This design comes from an exercise in tuning for a short achievable clock period and few clock cycles per item on the open sky130 flow, not from production work. No run shown here included a check of the RTL's function; only the layout flow was run. Power figures rest on the tool's default switching activity, not on a simulated workload.

==> flow/design.v <==
`timescale 1ns / 1ps
package wrg_pkg;
  localparam int POOL_DEPTH = 16;
  localparam int ADDR_W     = $clog2(POOL_DEPTH);
  localparam int WORD_W     = 32;
  localparam int CHUNK_W    = 8;
  localparam int CHUNKS     = WORD_W / CHUNK_W;
  typedef logic [ADDR_W-1:0]  addr_t;
  typedef logic [WORD_W-1:0]  word_t;
  typedef logic [CHUNK_W-1:0] chunk_t;
  typedef logic [CHUNKS-1:1]  carry_t;
  localparam word_t SEED_RESET  = 32'd1;
  localparam word_t TEMPER_MASK = 32'hDA44_2D24;
  function automatic logic [CHUNK_W:0] add_chunk(chunk_t a, chunk_t b, logic ci);
    chunk_t g, p, gn, pn, c;
    g = a & b;
    p = a ^ b;
    g[0] = g[0] | (p[0] & ci);
    for (int d = 1; d < CHUNK_W; d = d * 2) begin
      gn = g;
      pn = p;
      for (int i = d; i < CHUNK_W; i++) begin
        gn[i] = g[i] | (p[i] & g[i-d]);
        pn[i] = p[i] & p[i-d];
      end
      g = gn;
      p = pn;
    end
    c = {g[CHUNK_W-2:0], ci};
    add_chunk = {g[CHUNK_W-1], (a ^ b) ^ c};
  endfunction
  function automatic logic [WORD_W+CHUNKS-2:0] add_split(word_t a, word_t b, logic ci);
    word_t  s;
    carry_t cy;
    logic [CHUNK_W:0] r;
    for (int j = 0; j < CHUNKS; j++) begin
      r = add_chunk(a[j*CHUNK_W +: CHUNK_W], b[j*CHUNK_W +: CHUNK_W], (j == 0) ? ci : 1'b0);
      s[j*CHUNK_W +: CHUNK_W] = r[CHUNK_W-1:0];
      if (j < CHUNKS - 1) cy[j+1] = r[CHUNK_W];
    end
    add_split = {cy, s};
  endfunction
  function automatic word_t carry_in(word_t x, carry_t cy);
    logic [CHUNKS-1:0] cin;
    chunk_t            xc;
    word_t             s;
    cin[0] = 1'b0;
    for (int j = 1; j < CHUNKS; j++) begin
      cin[j] = cy[j] | (cin[j-1] & (&x[(j-1)*CHUNK_W +: CHUNK_W]));
    end
    for (int j = 0; j < CHUNKS; j++) begin
      xc = x[j*CHUNK_W +: CHUNK_W];
      s[j*CHUNK_W] = xc[0] ^ cin[j];
      for (int i = 1; i < CHUNK_W; i++) begin
        s[j*CHUNK_W + i] = xc[i] ^ (cin[j] & (&(xc | ~chunk_t'((1 << i) - 1))));
      end
    end
    carry_in = s;
  endfunction
endpackage
`timescale 1ns / 1ps
module wrg_pool (
  input  logic            clk,
  input  logic            rst,
  input  logic            seed_we,
  input  wrg_pkg::word_t  seed_wdata,
  input  logic            draw,        
  output wrg_pkg::word_t  word         
);
  localparam int N = wrg_pkg::POOL_DEPTH;
  wrg_pkg::word_t sd_in, sd, s11_s, s11_c, s13_s, s13_c;
  logic           ld1, ld2;
  assign sd_in = rst ? wrg_pkg::SEED_RESET : seed_wdata;
  always_ff @(posedge clk) begin
    ld1   <= rst || seed_we;
    ld2   <= ld1;
    sd    <= sd_in;
    s11_s <= sd_in ^ (sd_in << 1) ^ (sd_in << 3);
    s11_c <= ((sd_in & (sd_in << 1)) | (sd_in & (sd_in << 3)) |
              ((sd_in << 1) & (sd_in << 3))) << 1;
    s13_s <= sd_in ^ (sd_in << 2) ^ (sd_in << 3);
    s13_c <= ((sd_in & (sd_in << 2)) | (sd_in & (sd_in << 3)) |
              ((sd_in << 2) & (sd_in << 3))) << 1;
  end
  wrg_pkg::word_t op_a [1:N-1];
  wrg_pkg::word_t op_b [1:N-1];
  logic           op_c [1:N-1];
  always_comb begin
    for (int k = 1; k < N; k++) begin
      op_b[k] = '0;
      op_c[k] = 1'b0;
    end
    op_a[1]  = sd;
    op_a[2]  = sd << 1;
    op_a[3]  = sd;        op_b[3]  = sd << 1;
    op_a[4]  = sd << 2;
    op_a[5]  = sd;        op_b[5]  = sd << 2;
    op_a[6]  = sd << 1;   op_b[6]  = sd << 2;
    op_a[7]  = sd << 3;   op_b[7]  = ~sd;          op_c[7]  = 1'b1;
    op_a[8]  = sd << 3;
    op_a[9]  = sd;        op_b[9]  = sd << 3;
    op_a[10] = sd << 1;   op_b[10] = sd << 3;
    op_a[11] = s11_s;     op_b[11] = s11_c;
    op_a[12] = sd << 2;   op_b[12] = sd << 3;
    op_a[13] = s13_s;     op_b[13] = s13_c;
    op_a[14] = sd << 4;   op_b[14] = ~(sd << 1);   op_c[14] = 1'b1;
    op_a[15] = sd << 4;   op_b[15] = ~sd;          op_c[15] = 1'b1;
  end
  wrg_pkg::word_t sr [1:N-1];
  wrg_pkg::carry_t cy [1:N-1];
  wrg_pkg::word_t cur;
  wrg_pkg::word_t a, far, mid, prev, b, c, a_new, d, w;
  always_comb begin
    a     = cur;
    far   = sr[13];
    mid   = sr[9];
    prev  = sr[15];
    b     = a ^ far ^ (a << 16) ^ (far << 15);
    c     = mid ^ (mid >> 11);
    a_new = b ^ c;
    d     = a_new ^ ((a_new << 5) & wrg_pkg::TEMPER_MASK);
    w     = prev ^ b ^ d ^ (prev << 2) ^ (b << 18) ^ (c << 28);
  end
  assign word = w;
  always_ff @(posedge clk) begin
    if (ld1) begin
      cur <= '0;
      for (int k = 1; k < N; k++) {cy[k], sr[k]} <= wrg_pkg::add_split(op_a[k], op_b[k], op_c[k]);
    end else if (ld2) begin
      for (int k = 1; k < N; k++) sr[k] <= wrg_pkg::carry_in(sr[k], cy[k]);
    end else if (draw) begin
      cur   <= w;
      sr[1] <= a_new;
      for (int k = 2; k < N; k++) sr[k] <= sr[k-1];
    end
  end
endmodule
`timescale 1ns / 1ps
module wrg_core (
  input  logic              clk,
  input  logic              rst,
  input  logic              clear,       
  input  logic              req_valid,
  input  logic              req_draw,
  output logic              in_ready,
  output logic              draw,        
  input  wrg_pkg::word_t    word,        
  output logic              out_valid,
  input  logic              out_ready,
  output wrg_pkg::word_t    out_word
);
  localparam int DEPTH = 3;
  wrg_pkg::word_t   e [0:DEPTH-1];
  logic [DEPTH-1:0] v;
  logic             ready_q;
  logic             draw_q;
  logic             pop, acc;
  logic [DEPTH-1:0] v_push, v_next;
  logic [DEPTH:0]   occ;        
  assign pop = v[0] && out_ready;
  assign acc = req_valid && ready_q && req_draw && !clear && !rst;
  assign v_push = draw_q ? {v[DEPTH-2:0], 1'b1} : v;
  assign v_next = pop ? {1'b0, v_push[DEPTH-1:1]} : v_push;
  assign occ    = {v_push, 1'b1};
  always_ff @(posedge clk) begin
    if (rst || clear) begin
      v       <= '0;
      draw_q  <= 1'b0;
      ready_q <= 1'b0;
    end else begin
      v       <= v_next;
      draw_q  <= acc;
      case ({acc, pop})
        2'b10:   ready_q <= !occ[DEPTH-1];
        2'b01:   ready_q <= 1'b1;
        default: ready_q <= !occ[DEPTH];
      endcase
    end
  end
  for (genvar i = 0; i < DEPTH; i++) begin : g_e
    wrg_pkg::word_t nxt;
    if (i < DEPTH - 1) begin : g_mid
      assign nxt = v[i+1] ? e[i+1] : word;
    end else begin : g_last
      assign nxt = word;
    end
    always_ff @(posedge clk) begin
      if (pop || !v[i]) e[i] <= nxt;
    end
  end
  assign in_ready  = ready_q;
  assign draw      = draw_q;
  assign out_valid = v[0];
  assign out_word  = e[0];
endmodule
`timescale 1ns / 1ps
module well512_random_generator_unit (
  input  logic        clk,
  input  logic        rst,
  input  logic        s_axis_tvalid,
  output logic        s_axis_tready,
  input  logic [7:0]  s_axis_tdata,    
  output logic        m_axis_tvalid,
  input  logic        m_axis_tready,
  output logic [31:0] m_axis_tdata,    
  input  logic        seed_we,
  input  logic [31:0] seed_wdata
);
  logic           draw;
  wrg_pkg::word_t word;
  wrg_pool u_pool (
    .clk        (clk),
    .rst        (rst),
    .seed_we    (seed_we),
    .seed_wdata (seed_wdata),
    .draw       (draw),
    .word       (word)
  );
  wrg_core u_core (
    .clk       (clk),
    .rst       (rst),
    .clear     (seed_we),
    .req_valid (s_axis_tvalid),
    .req_draw  (s_axis_tdata[0]),
    .in_ready  (s_axis_tready),
    .draw      (draw),
    .word      (word),
    .out_valid (m_axis_tvalid),
    .out_ready (m_axis_tready),
    .out_word  (m_axis_tdata)
  );
endmodule
==> flow/run.sh <==
#!/bin/bash
# synth_recipe.tcl (not shown) runs the flow's synth.tcl, then flattens the netlist and writes it again
# the make line also repeats each setting of config.mk as NAME=value (left out here)
make -C /OpenROAD-flow-scripts/flow DESIGN_CONFIG=/design/flow/config.mk WORK_HOME=/design/flow/orfs CLKGATE_MAP_FILE= SYNTH_SCRIPT=/design/flow/synth_recipe.tcl finish
==> flow/config.mk <==
export PLATFORM = sky130hd
export DESIGN_NAME = well512_random_generator_unit
export DESIGN_NICKNAME = well512_random_generator_unit
export VERILOG_FILES = /design/flow/design.v
export SDC_FILE = /design/flow/constraint.sdc
export NUM_CORES = 4
export LEC_CHECK = 0
export CAP_MARGIN = 20
export CORE_MARGIN = 2
export CORE_UTILIZATION = 55
export CTS_CLUSTER_DIAMETER = 80
export CTS_CLUSTER_SIZE = 30
export SETUP_SLACK_MARGIN = 3.3
export SLEW_MARGIN = 20
export TNS_END_PERCENT = 100
==> flow/constraint.sdc <==
create_clock -name core_clock -period 5.2 [get_ports {clk}]
set_input_delay 1.0400 -clock core_clock [delete_from_list [all_inputs] [get_ports {clk}]]
set_output_delay 1.0400 -clock core_clock [all_outputs]
set_load 0.01 [all_outputs]
==> impl_metrics.toml, run 1 <==
[floorplanning]
die_x_um = 296
die-area_sq_um = 87700
io_pins = 79
die_h_um = 296
start_util_pct = 55.3
core_area_sq_um = 84900
fp-row-count = 107

[worst_setup_path]
r2r-end = "u_pool.sr[14][15]$_DFFE_PP_"
reg2reg_depth = 11
critPathKind = "flip-flop to flip-flop"
endpoint_kind = "flip-flop"
r2r-start = "u_pool.sd[8]$_DFF_P_"
crit_chain = "buf_8, clkinvlp_4, ha_4, fa_2, a31oi_4, nor2b_1, o21a_1, o31a_1, nor2_2, xnor2_1, a21o_1"
cp_num_buf_inv = 2
crit_path_start = "u_pool.sd[8]$_DFF_P_"
r2r_slack_ns = 2.63
critPathMaxFanout = 3
worstSetupStartpointType = "flip-flop"
cpLargestDelayFamily = "compound AO/OA/AOI/OAI gates"
cp.required_ns = 5.57
cp.depth = 11
arrival_ns = 2.94
cp_slowest_cell = "fa_2"
critPathCapture = "u_pool.sr[14][15]$_DFFE_PP_"
max_stage_delay_ns = 0.39

[timing]
maxSlewViolCount = 0
skew_ns = 0.0447
period_share_pct = 49.4
period_minus_slack_ns = 2.57
rsz0062_at_grt = "yes"
hold_ws_ns = 0.465
fin_tns_setup_ns = 0
fmax_ghz = 0.389
slew_headroom_pct = 54.7
finalSetupViolCount = 0
worst_pin_slew_ns = 0.675
hold_viol = 0

[synth]
synth-compound-area-share_pct = 14.2
synthArstFlopShare_pct = 0
synth_edf_count = 603
synth-simple-area-share_pct = 11.1
synth_warnings = 8
ys_seq_area_share_pct = 47.0
syn_inst = 4508
ys_types = 89
synth-seq-cells = 800
mappedNetlistNets = 4887
synth_fa_ha_area_share_pct = 10.4
postSynthAreaPerCell_sq_um = 10.4
synth_ff_type = "edfxtp_1"
synth_xor_area_share_pct = 11.7
muxShareOfSynthArea_pct = 2.24
synth_top_family_by_area = "compound AO/OA/AOI/OAI gates"
synthesis.area_sq_um = 47000

[routing]
via_count = 39000
routed_wirelength_mm = 162
wire_per_inst_um = 25.6
vias_per_cell = 6.15
ant_nets = 0
drt_iter0_markers = 4509
drt-pass1-iter-count = 7
drc = 0

[clock_network]
clk_latency_ns = 0.65
cts_buffers = 47
cts_tree = "yes"
cts-root-buf = "clkbuf_16"
clkTransAtPathRegs_ns = 0.11
cts.sinks = 800
htree_num_levels = 2
cts_buffer_depth = 3
hold_buffers = 0

[global_routing]
overflow = 0
track_usage_pct = 34.4
antenna_found_initial = 6
grt_pass1_wl_mm = 227
grt_pass1_vias = 36300
grt_max_degree = 98

[status]
status = "complete, no violations"

[finish]
final-seq-area_sq_um = 22200
multi_input_area_sq_um = 28900
drive_gt1_share_pct = 35.2
final_common_cell = "edfxtp_1"
final_cell_mix = "603 x edfxtp_1, 570 x nand2_1, 472 x buf_4, 263 x xnor2_1, 218 x buf_6"
fill_cells = 5641
stdcell_area_sq_um = 63500
layout.cells.non_filler = 6337
fin_nets = 5532
area_growth_pct = 35.3

[power]
p_per_area_nw_per_um2 = 372
peakVddDrop_mv = 0.377
leakagePower_uw = 0.0257

[placement]
gp_congestion = 0.882
place_area_sq_um = 48600
dpl.hpwl_mm = 90.3
numPortBuffers = 71
dpl.cell_count = 5515

[run]
drv_cap = 0

[min_path]
hp-class = "flip-flop to flip-flop"
==> layout make-up <==
class / count / share of cell area (%)
multi-input combinational: 3299 / 45.5
sequential: 800 / 34.9
timing repair buffer: 845 / 13.3
tap: 1144 / 2.25
clock buffer: 52 / 1.98
inverter: 160 / 1.17
clock inverter: 35 / 0.916
antenna: 2 / 0.00788
==> per-layer routing <==
layer	global-route usage (%)	part of all wire, %
met5	0	0.0055
met4	12.2	5.0
met3	6.23	9.4
met2	53.4	45
met1	48.4	40
==> flip-flops by register name, indices dropped and copies added (netlist names) <==
name / cells
u_pool.sd: 30
u_pool.cur: 32
u_core.e: 96
u_pool.ld2: 1
u_core.ready_q: 1
u_pool.cy: 33
u_pool.sr: 480
u_pool.s11_s: 31
u_pool.s11_c: 30
u_pool.s13_c: 29
u_pool.ld1: 1
u_core.v: 3
u_core.draw_q: 1
u_pool.s13_s: 32
==> per-stage QoR <==
step | worst slack [ns] | total power [uW] | utilization (%)
floorplan | 1.71 | 13500 | -
global placement | 1.87 | 15700 | 57.3
detailed placement | 1.84 | 15800 | 57.3
CTS | 2.76 | 22300 | 69.7
global route | 2.59 | 24500 | 74.8
finish | 2.63 | 23600 | 74.9
==> tightest hold or removal path: stages, from the launching register on <==
cell	delay [ns]
dfxtp_1	0.34
nand2_1	0.04
o21ai_0	0.05
==> what timing repair did <==
action                     in CTS  in global routing
resized for setup            1273                558
cloned                         17                  6
pin swaps                     425                495
setup endpoints to repair    1296                518
setup buffers                 484                226
==> report_power, final <==
group / switching, uW / internal (uW)
clock: 2620 / 2140
sequential: 977 / 8610
combinational: 4810 / 4450
==> kinds of logic (layout without fill, tap and decap cells) <==
kind of cell,count (synthesis),count (layout)
buffers and inverters,413,1092
AOI/OAI and AO/OA,1091,1091
muxes,98,98
adders and majority gates,334,334
other,0,2
and+or+nand+nor,1146,1150
xor gates and xnor gates,626,626
DFF,800,800
==> worst min-delay path by stage <==
stage	startpoint	to	slack, ns	cells after the start
global placement	u_pool.sr[8][2]$_SDFFE_PP0P_	u_pool.sr[8][2]$_SDFFE_PP0P_	0.44	2
floorplan	u_pool.sr[2][0]$_SDFFE_PP0P_	u_pool.sr[2][0]$_SDFFE_PP0P_	0.42	2
global route	u_pool.sr[8][1]$_SDFFE_PP0P_	u_pool.sr[8][1]$_SDFFE_PP0P_	0.51	2
detailed placement	u_pool.sr[4][0]$_SDFFE_PP0P_	u_pool.sr[4][0]$_SDFFE_PP0P_	0.44	2
CTS	u_pool.sr[4][0]$_SDFFE_PP0P_	u_pool.sr[4][0]$_SDFFE_PP0P_	0.47	2
finish	u_pool.sr[4][0]$_SDFFE_PP0P_	u_pool.sr[4][0]$_SDFFE_PP0P_	0.47	2
==> cell usage after synthesis (23+ instances only) <==
library cell	number	share of area, %
o211ai_1	42	0.67
dfxtp_1	197	8.4
buf_1	23	0.18
a22o_1	39	0.73
inv_1	157	1.3
fa_1	94	4.0
a31oi_1	23	0.31
mux2_2	52	1.2
and3_1	27	0.36
nor2b_1	57	0.76
edfxtp_1	603	39
nand4_1	36	0.48
a21o_1	99	1.6
and4_1	25	0.47
a22oi_1	60	0.96
xor2_1	216	4.0
nand2b_1	28	0.37
clkbuf_1	203	1.6
o21bai_1	32	0.51
xnor2_1	410	7.6
mux2i_1	44	0.94
nor2_1	217	1.7
a21oi_1	296	3.2
nand3_1	80	0.85
nand2_1	586	4.7
ha_1	240	6.4
o21ai_0	389	4.1
==> run 2: changes to the inputs <==
--- a/flow/config.mk
+++ b/flow/config.mk
@@ -9,6 +9,4 @@
 export CORE_MARGIN = 2
 export CORE_UTILIZATION = 55
-export CTS_CLUSTER_DIAMETER = 80
-export CTS_CLUSTER_SIZE = 30
 export SETUP_SLACK_MARGIN = 3.3
 export SLEW_MARGIN = 20
==> run 2 against run 1 <==
  * First-iteration DRC count grew 1.2%
  * Clock power grew 43%
  * Still clean on timing, DRC and antenna
  * Worst hold slack worse by 0.0097 ns
  * Routed wire length is 0.63% higher
  * Maximum frequency down 0.33%
  * Register-to-register slack hardly changed
  * Clock skew is 0.0085 ns lower
  * Critical path type unchanged
  * Cell count up 0.25%
  * Utilization is 0.64 points higher
  * Largest power group unchanged
==> impl_metrics.toml, run 2 <==
[worst_setup_path]
critPathMostFrequentCell = "buf_6"
endpoint_kind = "flip-flop"
r2r_slack_ns = 2.62
worstSetupStartpointType = "flip-flop"
crit_path_start = "u_pool.sd[16]$_DFF_P_"
r2r-start = "u_pool.sd[16]$_DFF_P_"
critPathMaxFanout = 4
cp_slowest_cell = "fa_2"
cpLargestDelayFamily = "compound AO/OA/AOI/OAI gates"
arrival_ns = 3.01
cp.required_ns = 5.63
cp_num_buf_inv = 3
crit_chain = "clkinvlp_4, buf_6, buf_6, fa_2, nor2b_1, o21ai_1, nand2b_1, a21o_1, a21oi_2, xnor2_1, a221o_1"
max_stage_delay_ns = 0.41
critPathKind = "flip-flop to flip-flop"

[floorplanning]
die_x_um = 296
fp-row-count = 107
io_pins = 79
core_area_sq_um = 84900
die_h_um = 296
die-area_sq_um = 87700
start_util_pct = 55.3

[finish]
final_cell_mix = "603 x edfxtp_1, 568 x nand2_1, 454 x buf_4, 268 x xnor2_1, 194 x o21ai_1"
fill_cells = 5586
top_register = "u_pool.sr"
fin_nets = 5511
drive_gt1_share_pct = 34.6
largest_register_ffs = 480
final_common_cell = "edfxtp_1"
area_growth_pct = 36.5

[clock_network]
cts.sinks = 800
htree_num_levels = 3
cts_buffer_depth = 3
cts_buffers = 88
cts-root-buf = "clkbuf_16"
cts_tree = "yes"
clkTransAtPathRegs_ns = 0.06
clk_latency_ns = 0.69
hold_buffers = 0

[status]
status = "complete, no violations"

[min_path]
hp-start = "u_pool.sr[4][0]$_SDFFE_PP0P_"
hp-class = "flip-flop to flip-flop"

[synth]
synthesis.area_sq_um = 47000
ys_seq_area_share_pct = 47.0
yosysMostFrequentCell = "edfxtp_1"
syn_inst = 4508
yosys-top-cells-count = "603 x edfxtp_1, 586 x nand2_1, 410 x xnor2_1"
synth_xor_area_share_pct = 11.7
synth-simple-area-share_pct = 11.1
synthTopCellsByArea = "edfxtp_1 39%, dfxtp_1 8.4%, xnor2_1 7.6%"
postSynthAreaPerCell_sq_um = 10.4
mappedNetlistNets = 4887
synth_top_family_by_area = "compound AO/OA/AOI/OAI gates"
synth_edf_count = 603
synth-seq-cells = 800
synth_warnings = 8
synth_top_area_share_pct = 38.6
synth_fa_ha_area_share_pct = 10.4
synth-compound-area-share_pct = 14.2
synth_top_area_cell = "edfxtp_1"
synth_ff_type = "edfxtp_1"
synthArstFlopShare_pct = 0
muxShareOfSynthArea_pct = 2.24
ys_types = 89

[routing]
drt_iter0_markers = 4565
wire_per_inst_um = 25.7
routed_wirelength_mm = 163
via_count = 39000
vias_per_cell = 6.14
drt-pass1-iter-count = 6
drc = 0
ant_nets = 0

[timing]
hold_viol = 0
period_minus_slack_ns = 2.58
fin_ws_ns = 2.62
rsz0062_at_grt = "yes"
worst_pin_slew_ns = 0.747
fin_tns_setup_ns = 0
slew_headroom_pct = 49.9
maxSlewViolCount = 0
period_share_pct = 49.6
finalSetupViolCount = 0
skew_ns = 0.0362
fmax_ghz = 0.388

[power]
leakagePower_uw = 0.0260
peakVddDrop_mv = 0.312
p_per_area_nw_per_um2 = 403

[placement]
gp_congestion = 0.882
dp_worst_setup_slack_ns = 1.84
dpl.hpwl_mm = 90.3
numPortBuffers = 71

[global_routing]
grt_pass1_vias = 36600
antenna_found_initial = 4
track_usage_pct = 34.6
overflow = 0
grt_pass1_wl_mm = 228
grt_max_degree = 98

[run]
drv_cap = 0
## run 2: cell counts after synthesis
Identical to the previous run, type by type.
## run 2: cells by family after synthesis
logic type,after synthesis
adders and majority gates,334
buffers and inverters,413
AOI/OAI and AO/OA,1091
and+or+nand+nor,1146
DFF,800
xor gates and xnor gates,626
muxes,98
## run 2: worst paths after layout
| check | to | cells past startpoint |
|---|---|---|
| setup / recovery | u_pool.sr[3][22]$_DFFE_PP_ | 11 |
| setup reg to reg | u_pool.sr[3][22]$_DFFE_PP_ | 11 |
| hold / removal | u_pool.sr[4][0]$_SDFFE_PP0P_ | 2 |
| hold reg to reg | u_pool.sr[4][0]$_SDFFE_PP0P_ | 2 |
## run 2: repair_timing
action | in CTS | in global routing
pin swaps | 406 | 427
cloned | 12 | 10
resized for setup | 1237 | 534
setup buffers | 460 | 189
setup endpoints to repair | 1261 | 680
## run 2: per-stage QoR
stage	utilization, %	hold WS [ns]	instances	total power (uW)	instance area (sq um)
final	75.5	0.455	6353	25800	64100
after global routing	75.5	0.503	6352	26700	64100
after CTS	70.8	0.456	6153	24300	60100
after detailed placement	57.3	0.442	5515	15800	48600
after global placement	57.3	0.436	5515	15700	48600
after floorplan	-	0.425	4508	13500	47000
## run 2: per-layer routing
metal | routed length (um) | track usage, % | vias to the layer above
met2 | 74200 | 53.2 | 2061
met4 | 7350 | 12.8 | 4
met3 | 16000 | 6.87 | 450
met1 | 65700 | 48.4 | 19300
li1 | - | - | 17200
met5 | 28 | 0 | -
## run 2: area by class of cell
class | count | area, sq um | area share (%)
Inverter | 160 | 742 | 1.16
Timing Repair Buffer | 783 | 7780 | 12.1
Clock buffer | 128 | 2550 | 3.98
Antenna cell | 1 | 2.50 | 0.00391
Multi-Input combinational cell | 3299 | 28800 | 44.9
Tap cell | 1144 | 1430 | 2.23
Clock inverter | 38 | 582 | 0.908
Sequential cell | 800 | 22200 | 34.6
## run 2: tightest hold or removal path, stage by stage (launching register included)
cell and delay [ns]:
dfxtp_1 0.33, nand2_1 0.04, o21ai_0 0.05
## run 2: power by group
group / total (uW) / internal, uW / switching [uW]
clock: 6800 / 3950 / 2840
combinational: 9390 / 4490 / 4900
sequential: 9600 / 8630 / 966

port drivers added, routing unchanged:
In the flow no input, the clock included, has a driving cell. The finished layouts below were timed again as built, in two steps. Step 1 assumes that a clkbuf_16 drives the clock port and a buf_2 every other input. Step 2 moves the port delays by t, midway between the first and last clock arrival at a register: inputs arrive t later, outputs are due t later. That takes back most of the time a late clock gives input paths. Three values: ideal, step 1, step 2; two values: the first two.
| run | shift t [ns] | slack for setup (ns) | worst setup path at the end |
|---|---|---|---|
| run 1 | 0.709 | 2.629 / 2.629 / 2.629 | register to register |
| run 2 | 0.742 | 2.621 / 2.621 / 2.621 | register to register |
After both steps every run listed still meets setup and hold.
